Context: an optimization exercise on an open-source flow, tuned for small area, a short achievable clock period and few clock cycles per item. The choices shown serve that exercise and are no tape-out recipe.
Function was checked by simulation only, so behaviour that the tests miss may differ from the original.
No activity file was given, so power comes from the tool's default toggle rates.

Setup of job 2112:
==> flow/design.v <==
`timescale 1ns / 1ps
package cdq_pkg;
	localparam int DATA_W = 32;
	localparam int CMD_W  = 3;
	localparam int STAT_W = 2;
	localparam int OCC_W  = 5;
	localparam logic [CMD_W-1:0] CMD_PUSH_FRONT = 3'd0;
	localparam logic [CMD_W-1:0] CMD_PUSH_REAR  = 3'd1;
	localparam logic [CMD_W-1:0] CMD_POP_FRONT  = 3'd2;
	localparam logic [CMD_W-1:0] CMD_POP_REAR   = 3'd3;
	localparam logic [CMD_W-1:0] CMD_QUERY      = 3'd4;
	localparam logic [STAT_W-1:0] ST_DONE  = 2'd0;
	localparam logic [STAT_W-1:0] ST_FULL  = 2'd1;
	localparam logic [STAT_W-1:0] ST_EMPTY = 2'd2;
	typedef struct packed {
		logic [CMD_W-1:0]         cmd;
		logic signed [DATA_W-1:0] push_value;
	} cdq_req_t;
	typedef struct packed {
		logic [STAT_W-1:0]        status;
		logic signed [DATA_W-1:0] popped_value;
		logic signed [DATA_W-1:0] front_value;
		logic signed [DATA_W-1:0] rear_value;
		logic [OCC_W-1:0]         occupancy;
		logic                     is_empty;
		logic                     is_full;
	} cdq_rsp_t;
	typedef enum logic {
		CDQ_IDLE,
		CDQ_POP
	} cdq_state_t;
endpackage
`timescale 1ns / 1ps
module deque_top (
	input  logic        clk,
	input  logic        arst_n,
	input  logic        req_valid,
	output logic        req_ready,
	input  logic [2:0]  req_cmd,
	input  logic [31:0] req_value,
	output logic        rsp_valid,
	input  logic        rsp_ready,
	output logic [1:0]  rsp_status,
	output logic [31:0] rsp_popped,
	output logic [31:0] rsp_front,
	output logic [31:0] rsp_rear,
	output logic [4:0]  rsp_occupancy,
	output logic        rsp_empty,
	output logic        rsp_full
);
	localparam int RN = 14;    
	localparam int DW = 32;
	logic [4:0]    cnt_q;
	logic          empty_q, n1_q, n2_q;    
	logic [3:0]    rp_h_q, rp_t_q;      
	logic [DW-1:0] ring_q [RN];
	logic [DW-1:0] front_q, rear_q;
	logic          rsp_valid_q;
	logic [1:0]    status_q;
	logic [DW-1:0] popped_q;
	logic          slot_free, run;
	logic [2:0]    cmd;
	logic [DW-1:0] value;
	assign slot_free = !rsp_valid_q || rsp_ready;
	assign req_ready = slot_free;
	assign run       = req_valid && slot_free;
	assign cmd       = req_cmd;
	assign value     = req_value;
	logic is_push, is_pop, at_rear;
	assign is_push = (cmd[2:1] == 2'b00);
	assign is_pop  = (cmd[2:1] == 2'b01);
	assign at_rear = cmd[0];
	logic n1, n2, n3, ge2, full;
	assign n1   = n1_q;
	assign n2   = n2_q;
	assign n3   = (cnt_q == 5'd3);
	assign full = cnt_q[4];
	assign ge2  = !empty_q && !n1;
	logic push_ok, pop_ok, ring_push, ring_pop;
	assign push_ok   = is_push && !full;
	assign pop_ok    = is_pop && !empty_q;
	assign ring_push = push_ok && ge2;
	assign ring_pop  = pop_ok && ge2 && !n2;
	logic [3:0] h_prev, h_next, t_prev, t_next;
	assign h_prev = (rp_h_q == 4'd0)       ? 4'(RN - 1) : rp_h_q - 4'd1;
	assign h_next = (rp_h_q == 4'(RN - 1)) ? 4'd0       : rp_h_q + 4'd1;
	assign t_prev = (rp_t_q == 4'd0)       ? 4'(RN - 1) : rp_t_q - 4'd1;
	assign t_next = (rp_t_q == 4'(RN - 1)) ? 4'd0       : rp_t_q + 4'd1;
	logic [DW-1:0] near_w, far_w;
	assign near_w = at_rear ? rear_q : front_q;
	assign far_w  = at_rear ? front_q : rear_q;
	logic [DW-1:0] pop_w;
	logic [RN-1:0] h_oh, t_oh, rsel;
	always_comb begin
		for (int i = 0; i < RN; i++) begin
			h_oh[i] = !n2 && (rp_h_q == 4'(i));
			t_oh[i] = !n2 && (rp_t_q == 4'(i));
		end
		rsel  = at_rear ? t_oh : h_oh;
		pop_w = far_w & {DW{n2}};
		for (int i = 0; i < RN; i++)
			pop_w = pop_w | (ring_q[i] & {DW{rsel[i]}});
	end
	logic [DW-1:0] end_d;
	always_comb begin
		if (is_push)
			end_d = value;
		else if (pop_ok && ge2)
			end_d = pop_w;
		else
			end_d = '0;
	end
	logic front_ld, rear_ld;
	assign front_ld = empty_q || (push_ok && !at_rear) || (pop_ok && (!at_rear || n1));
	assign rear_ld  = empty_q || (push_ok && at_rear)  || (pop_ok && (at_rear || n1));
	logic [4:0] cnt_d;
	always_comb begin
		cnt_d = cnt_q;
		if (push_ok)
			cnt_d = cnt_q + 5'd1;
		if (pop_ok)
			cnt_d = cnt_q - 5'd1;
	end
	always_ff @(posedge clk or negedge arst_n) begin
		if (!arst_n) begin
			cnt_q       <= '0;
			empty_q     <= 1'b1;
			n1_q        <= 1'b0;
			n2_q        <= 1'b0;
			rp_h_q      <= 4'd0;
			rp_t_q      <= 4'(RN - 1);
			rsp_valid_q <= 1'b0;
		end else begin
			if (run) begin
				cnt_q   <= cnt_d;
				empty_q <= (n1 && pop_ok) || (empty_q && !push_ok);
				n1_q    <= (empty_q && push_ok) || (n2 && pop_ok) || (n1 && !push_ok && !pop_ok);
				n2_q    <= (n1 && push_ok) || (n3 && pop_ok) || (n2 && !push_ok && !pop_ok);
				if (ring_push && !at_rear)
					rp_h_q <= h_prev;
				if (ring_pop && !at_rear)
					rp_h_q <= h_next;
				if (ring_push && at_rear)
					rp_t_q <= t_next;
				if (ring_pop && at_rear)
					rp_t_q <= t_prev;
			end
			if (slot_free)
				rsp_valid_q <= run;
		end
	end
	always_ff @(posedge clk) begin
		if (run && front_ld)
			front_q <= end_d;
		if (run && rear_ld)
			rear_q <= end_d;
		if (run) begin
			popped_q <= near_w & {DW{pop_ok}};
			status_q <= {is_pop && empty_q, is_push && full};
		end
	end
	logic          room;
	logic [RN-1:0] wsel_h, wsel_t, we;
	assign room = ge2 && !full;
	always_comb begin
		for (int i = 0; i < RN; i++) begin
			wsel_h[i] = room && (h_prev == 4'(i));
			wsel_t[i] = room && (t_next == 4'(i));
			we[i]     = run && is_push && (at_rear ? wsel_t[i] : wsel_h[i]);
		end
	end
	for (genvar i = 0; i < RN; i++) begin : g_ring
		always_ff @(posedge clk) begin
			if (we[i])
				ring_q[i] <= near_w;
		end
	end
	assign rsp_valid     = rsp_valid_q;
	assign rsp_status    = status_q;
	assign rsp_popped    = popped_q;
	assign rsp_front     = front_q;
	assign rsp_rear      = rear_q;
	assign rsp_occupancy = cnt_q;
	assign rsp_empty     = empty_q;
	assign rsp_full      = full;
endmodule
==> flow/config.mk <==
export PLATFORM = sky130hd
export DESIGN_NAME = deque_top
export DESIGN_NICKNAME = deque_top
export VERILOG_FILES = /design/flow/design.v
export SDC_FILE = /design/flow/constraint.sdc
export NUM_CORES = 4
export LEC_CHECK = 0
export CAP_MARGIN = 20
export CORE_MARGIN = 2
export CORE_UTILIZATION = 45
export CTS_BUF_LIST = sky130_fd_sc_hd__clkbuf_8
export SETUP_SLACK_MARGIN = 2.5
export SLEW_MARGIN = 20
export TNS_END_PERCENT = 0
==> flow/constraint.sdc <==
create_clock -name core_clock -period 5.0 [get_ports {clk}]
set_input_delay 1.0000 -clock core_clock [delete_from_list [all_inputs] [get_ports {clk}]]
set_output_delay 1.0000 -clock core_clock [all_outputs]
set_load 0.01 [all_outputs]
standard.sh (not shown) runs the stock make flow with config.mk's settings and CLKGATE_MAP_FILE= SYNTH_SCRIPT=/design/flow/synth_recipe.tcl, a recipe that flattens the netlist after the stock synthesis.
==> flow/flow/run.sh <==
#!/bin/bash
# Layout flow: the standard ORFS flow, with plain buf_2 cells as the
# port buffers instead of the delay cells buffer_ports picks by itself.
set -euo pipefail
cd "$(dirname "$0")/.."
export BUFFER_PORTS_ARGS="-buffer_cell sky130_fd_sc_hd__buf_2"
bash standard.sh finish > flow_standard.log 2>&1
Testbench counts of job 2112, summed over its fixed seeds: cycles 48,008, commands 48,000.
Here is what was changed in the inputs of job 4812 compared with job 2112.
==> flow/design.v, changed modules only <==
module deque_top (
	input  logic        clk,
	input  logic        arst_n,
	input  logic        req_valid,
	output logic        req_ready,
	input  logic [2:0]  req_cmd,
	input  logic [31:0] req_value,
	output logic        rsp_valid,
	input  logic        rsp_ready,
	output logic [1:0]  rsp_status,
	output logic [31:0] rsp_popped,
	output logic [31:0] rsp_front,
	output logic [31:0] rsp_rear,
	output logic [4:0]  rsp_occupancy,
	output logic        rsp_empty,
	output logic        rsp_full
);
	localparam int RN = 14;    
	localparam int DW = 32;
	logic [4:0]    cnt_q;
	logic          empty_q;
	logic [3:0]    rp_h_q, rp_t_q;      
	logic [DW-1:0] ring_q [RN];
	logic [DW-1:0] front_q, rear_q;
	logic          rsp_valid_q;
	logic [1:0]    status_q;
	logic [DW-1:0] popped_q;
	logic          slot_free, run;
	logic [2:0]    cmd;
	logic [DW-1:0] value;
	assign slot_free = !rsp_valid_q || rsp_ready;
	assign req_ready = slot_free;
	assign run       = req_valid && slot_free;
	assign cmd       = req_cmd;
	assign value     = req_value;
	logic is_push, is_pop, at_rear;
	assign is_push = (cmd[2:1] == 2'b00);
	assign is_pop  = (cmd[2:1] == 2'b01);
	assign at_rear = cmd[0];
	logic n1, n2, ge2, full;
	assign n1   = (cnt_q == 5'd1);
	assign n2   = (cnt_q == 5'd2);
	assign full = cnt_q[4];
	assign ge2  = !empty_q && !n1;
	logic push_ok, pop_ok, ring_push, ring_pop;
	assign push_ok   = is_push && !full;
	assign pop_ok    = is_pop && !empty_q;
	assign ring_push = push_ok && ge2;
	assign ring_pop  = pop_ok && ge2 && !n2;
	logic [3:0] h_prev, h_next, t_prev, t_next;
	assign h_prev = (rp_h_q == 4'd0)       ? 4'(RN - 1) : rp_h_q - 4'd1;
	assign h_next = (rp_h_q == 4'(RN - 1)) ? 4'd0       : rp_h_q + 4'd1;
	assign t_prev = (rp_t_q == 4'd0)       ? 4'(RN - 1) : rp_t_q - 4'd1;
	assign t_next = (rp_t_q == 4'(RN - 1)) ? 4'd0       : rp_t_q + 4'd1;
	logic [DW-1:0] near_w, far_w;
	assign near_w = at_rear ? rear_q : front_q;
	assign far_w  = at_rear ? front_q : rear_q;
	logic [DW-1:0] pop_w;
	logic [RN-1:0] h_oh, t_oh, rsel;
	always_comb begin
		for (int i = 0; i < RN; i++) begin
			h_oh[i] = !n2 && (rp_h_q == 4'(i));
			t_oh[i] = !n2 && (rp_t_q == 4'(i));
		end
		rsel  = at_rear ? t_oh : h_oh;
		pop_w = far_w & {DW{n2}};
		for (int i = 0; i < RN; i++)
			pop_w = pop_w | (ring_q[i] & {DW{rsel[i]}});
	end
	logic [DW-1:0] end_d;
	always_comb begin
		if (is_push)
			end_d = value;
		else if (pop_ok && ge2)
			end_d = pop_w;
		else
			end_d = '0;
	end
	logic front_ld, rear_ld;
	assign front_ld = empty_q || (push_ok && !at_rear) || (pop_ok && (!at_rear || n1));
	assign rear_ld  = empty_q || (push_ok && at_rear)  || (pop_ok && (at_rear || n1));
	logic [4:0] cnt_d;
	always_comb begin
		cnt_d = cnt_q;
		if (push_ok)
			cnt_d = cnt_q + 5'd1;
		if (pop_ok)
			cnt_d = cnt_q - 5'd1;
	end
	always_ff @(posedge clk or negedge arst_n) begin
		if (!arst_n) begin
			cnt_q       <= '0;
			empty_q     <= 1'b1;
			rp_h_q      <= 4'd0;
			rp_t_q      <= 4'(RN - 1);
			rsp_valid_q <= 1'b0;
		end else begin
			if (run) begin
				cnt_q   <= cnt_d;
				empty_q <= (cnt_d == 5'd0);
				if (ring_push && !at_rear)
					rp_h_q <= h_prev;
				if (ring_pop && !at_rear)
					rp_h_q <= h_next;
				if (ring_push && at_rear)
					rp_t_q <= t_next;
				if (ring_pop && at_rear)
					rp_t_q <= t_prev;
			end
			if (slot_free)
				rsp_valid_q <= run;
		end
	end
	always_ff @(posedge clk) begin
		if (run && front_ld)
			front_q <= end_d;
		if (run && rear_ld)
			rear_q <= end_d;
		if (run) begin
			popped_q <= near_w & {DW{pop_ok}};
			status_q <= {is_pop && empty_q, is_push && full};
		end
	end
	logic [3:0] waddr;
	assign waddr = at_rear ? t_next : h_prev;
	for (genvar i = 0; i < RN; i++) begin : g_ring
		always_ff @(posedge clk) begin
			if (run && ring_push && waddr == 4'(i))
				ring_q[i] <= near_w;
		end
	end
	assign rsp_valid     = rsp_valid_q;
	assign rsp_status    = status_q;
	assign rsp_popped    = popped_q;
	assign rsp_front     = front_q;
	assign rsp_rear      = rear_q;
	assign rsp_occupancy = cnt_q;
	assign rsp_empty     = empty_q;
	assign rsp_full      = full;
endmodule
==> comparison <==
- Lower overall via count from detail_route among job 2112 and job 4812: job 2112
- Job 4812 against job 2112: flip-flop and latch share of the layout cell area fell by 4.6 points; die area rose by 3200 µm²; post-route clock skew fell by 10 ps; design internal power fell by about 1.1%.
- Going from job 2112 to job 4812, net switching fraction of the power grows by 1.2 points.
- Combinational power share: job 4812 vs job 2112 up 2.0 points
- Summary: with job 2112 as the reference, first-pass GRT wire length in job 4812 moved up by more than 10%.
- Of the two candidates, job 2112 has the better first-iteration DRC count and job 4812 the worse one.
- Delta(number of optimization iterations in the first detailed-route pass, job 4812 - job 2112) < 0
Testbench counts of job 4812, summed over its fixed seeds: cycles 48,008, commands 48,000.

Setup of main:
RTL: the design.v shown in full above, as it stands there.
==> flow/config.mk <==
export PLATFORM = sky130hd
export DESIGN_NAME = deque_top
export DESIGN_NICKNAME = deque_top
export VERILOG_FILES = /design/flow/design.v
export SDC_FILE = /design/flow/constraint.sdc
export NUM_CORES = 4
export LEC_CHECK = 0
export CAP_MARGIN = 20
export CORE_MARGIN = 2
export CORE_UTILIZATION = 45
export SETUP_SLACK_MARGIN = 2.5
export SLEW_MARGIN = 20
export TNS_END_PERCENT = 0
==> flow/constraint.sdc <==
create_clock -name core_clock -period 5.0 [get_ports {clk}]
set_input_delay 1.0000 -clock core_clock [delete_from_list [all_inputs] [get_ports {clk}]]
set_output_delay 1.0000 -clock core_clock [all_outputs]
set_load 0.01 [all_outputs]
Scripts as last shown in full above: flow/flow/run.sh
Testbench counts of main, summed over its fixed seeds: cycles 48,008, commands 48,000.
Changes in the feature branch relative to main:
==> flow/design.v, changed modules only <==
module deque_top (
	input  logic        clk,
	input  logic        arst_n,
	input  logic        req_valid,
	output logic        req_ready,
	input  logic [2:0]  req_cmd,
	input  logic [31:0] req_value,
	output logic        rsp_valid,
	input  logic        rsp_ready,
	output logic [1:0]  rsp_status,
	output logic [31:0] rsp_popped,
	output logic [31:0] rsp_front,
	output logic [31:0] rsp_rear,
	output logic [4:0]  rsp_occupancy,
	output logic        rsp_empty,
	output logic        rsp_full
);
	localparam int RN = 14;    
	localparam int DW = 32;
	logic [4:0]    cnt_q;
	logic          empty_q;
	logic [3:0]    rp_h_q, rp_t_q;      
	logic [DW-1:0] ring_q [RN];
	logic [DW-1:0] front_q, rear_q;
	logic          rsp_valid_q;
	logic [1:0]    status_q;
	logic [DW-1:0] popped_q;
	logic          slot_free, run;
	logic [2:0]    cmd;
	logic [DW-1:0] value;
	assign slot_free = !rsp_valid_q || rsp_ready;
	assign req_ready = slot_free;
	assign run       = req_valid && slot_free;
	assign cmd       = req_cmd;
	assign value     = req_value;
	logic is_push, is_pop, at_rear;
	assign is_push = (cmd[2:1] == 2'b00);
	assign is_pop  = (cmd[2:1] == 2'b01);
	assign at_rear = cmd[0];
	logic n1, n2, ge2, full;
	assign n1   = (cnt_q == 5'd1);
	assign n2   = (cnt_q == 5'd2);
	assign full = cnt_q[4];
	assign ge2  = !empty_q && !n1;
	logic push_ok, pop_ok, ring_push, ring_pop;
	assign push_ok   = is_push && !full;
	assign pop_ok    = is_pop && !empty_q;
	assign ring_push = push_ok && ge2;
	assign ring_pop  = pop_ok && ge2 && !n2;
	logic [3:0] h_prev, h_next, t_prev, t_next;
	assign h_prev = (rp_h_q == 4'd0)       ? 4'(RN - 1) : rp_h_q - 4'd1;
	assign h_next = (rp_h_q == 4'(RN - 1)) ? 4'd0       : rp_h_q + 4'd1;
	assign t_prev = (rp_t_q == 4'd0)       ? 4'(RN - 1) : rp_t_q - 4'd1;
	assign t_next = (rp_t_q == 4'(RN - 1)) ? 4'd0       : rp_t_q + 4'd1;
	logic [DW-1:0] near_w, far_w;
	assign near_w = at_rear ? rear_q : front_q;
	assign far_w  = at_rear ? front_q : rear_q;
	logic [DW-1:0] pop_w;
	logic [RN-1:0] h_oh, t_oh, rsel;
	always_comb begin
		for (int i = 0; i < RN; i++) begin
			h_oh[i] = !n2 && (rp_h_q == 4'(i));
			t_oh[i] = !n2 && (rp_t_q == 4'(i));
		end
		rsel  = at_rear ? t_oh : h_oh;
		pop_w = far_w & {DW{n2}};
		for (int i = 0; i < RN; i++)
			pop_w = pop_w | (ring_q[i] & {DW{rsel[i]}});
	end
	logic [DW-1:0] end_d;
	always_comb begin
		if (is_push)
			end_d = value;
		else if (pop_ok && ge2)
			end_d = pop_w;
		else
			end_d = '0;
	end
	logic front_ld, rear_ld;
	assign front_ld = empty_q || (push_ok && !at_rear) || (pop_ok && (!at_rear || n1));
	assign rear_ld  = empty_q || (push_ok && at_rear)  || (pop_ok && (at_rear || n1));
	logic [4:0] cnt_d;
	always_comb begin
		cnt_d = cnt_q;
		if (push_ok)
			cnt_d = cnt_q + 5'd1;
		if (pop_ok)
			cnt_d = cnt_q - 5'd1;
	end
	always_ff @(posedge clk or negedge arst_n) begin
		if (!arst_n) begin
			cnt_q       <= '0;
			empty_q     <= 1'b1;
			rp_h_q      <= 4'd0;
			rp_t_q      <= 4'(RN - 1);
			rsp_valid_q <= 1'b0;
		end else begin
			if (run) begin
				cnt_q   <= cnt_d;
				empty_q <= (cnt_d == 5'd0);
				if (ring_push && !at_rear)
					rp_h_q <= h_prev;
				if (ring_pop && !at_rear)
					rp_h_q <= h_next;
				if (ring_push && at_rear)
					rp_t_q <= t_next;
				if (ring_pop && at_rear)
					rp_t_q <= t_prev;
			end
			if (slot_free)
				rsp_valid_q <= run;
		end
	end
	always_ff @(posedge clk) begin
		if (run && front_ld)
			front_q <= end_d;
		if (run && rear_ld)
			rear_q <= end_d;
		if (run) begin
			popped_q <= near_w & {DW{pop_ok}};
			status_q <= {is_pop && empty_q, is_push && full};
		end
	end
	logic [3:0] waddr;
	assign waddr = at_rear ? t_next : h_prev;
	for (genvar i = 0; i < RN; i++) begin : g_ring
		always_ff @(posedge clk) begin
			if (run && ring_push && waddr == 4'(i))
				ring_q[i] <= near_w;
		end
	end
	assign rsp_valid     = rsp_valid_q;
	assign rsp_status    = status_q;
	assign rsp_popped    = popped_q;
	assign rsp_front     = front_q;
	assign rsp_rear      = rear_q;
	assign rsp_occupancy = cnt_q;
	assign rsp_empty     = empty_q;
	assign rsp_full      = full;
endmodule
[summary]
The feature branch vs main, uppermost layer routed: met5 vs met4. Post-synthesis to final-layout area growth: the feature branch and main compared, higher one is the feature branch. The feature branch finished end to end and its layout was clean on timing, DRC and antenna. Compared with main, in the feature branch fmax went down about 2.2%, sequential share of layout area went down 5.6 points, fill cell total of the finished layout went up 286. Taking main as the reference point, the wire length of the first global-routing pass of the feature branch rises by about 20%. Sort the feature branch and main by final core area utilization desc -> top: the feature branch.
Testbench counts of the feature branch, summed over its fixed seeds: cycles 48,008, commands 48,000.

[re-timing with driven ports]
In the flow no input, the clock included, has a driving cell. The finished layouts below were timed again as built, in two steps.
Step 1 sets driving cells, clkbuf_16 on the clock port and buf_2 on the other inputs (assumed; they add their load-dependent delay and slew).
Step 2 also shifts input and output timing later by t, the mid clock arrival at the registers, as if the neighbouring blocks saw the same clock.
Three values: ideal ports, drivers, drivers and shift; two values: the first two.
| run | t (ns) | slack for setup (ns) | worst setup path at the end | worst data-port slew with drivers (ns) |
|---|---|---|---|---|
| job 2112 | 0.720 | 2.356 / 2.253 / 1.533 | input to register | 0.23 |
| job 4812 | 0.706 | 2.235 / 2.205 / 1.499 | input to register | 0.08 |
| main | 0.667 | 2.302 / 2.179 / 1.512 | input to register | 0.22 |
| the feature branch | 0.672 | 2.242 / 2.220 / 1.548 | input to register | 0.12 |
After both steps every run listed still meets setup and hold. The setup slack of job 2112, which loses most, moves by -0.103 ns with the drivers and by -0.823 ns with both steps.
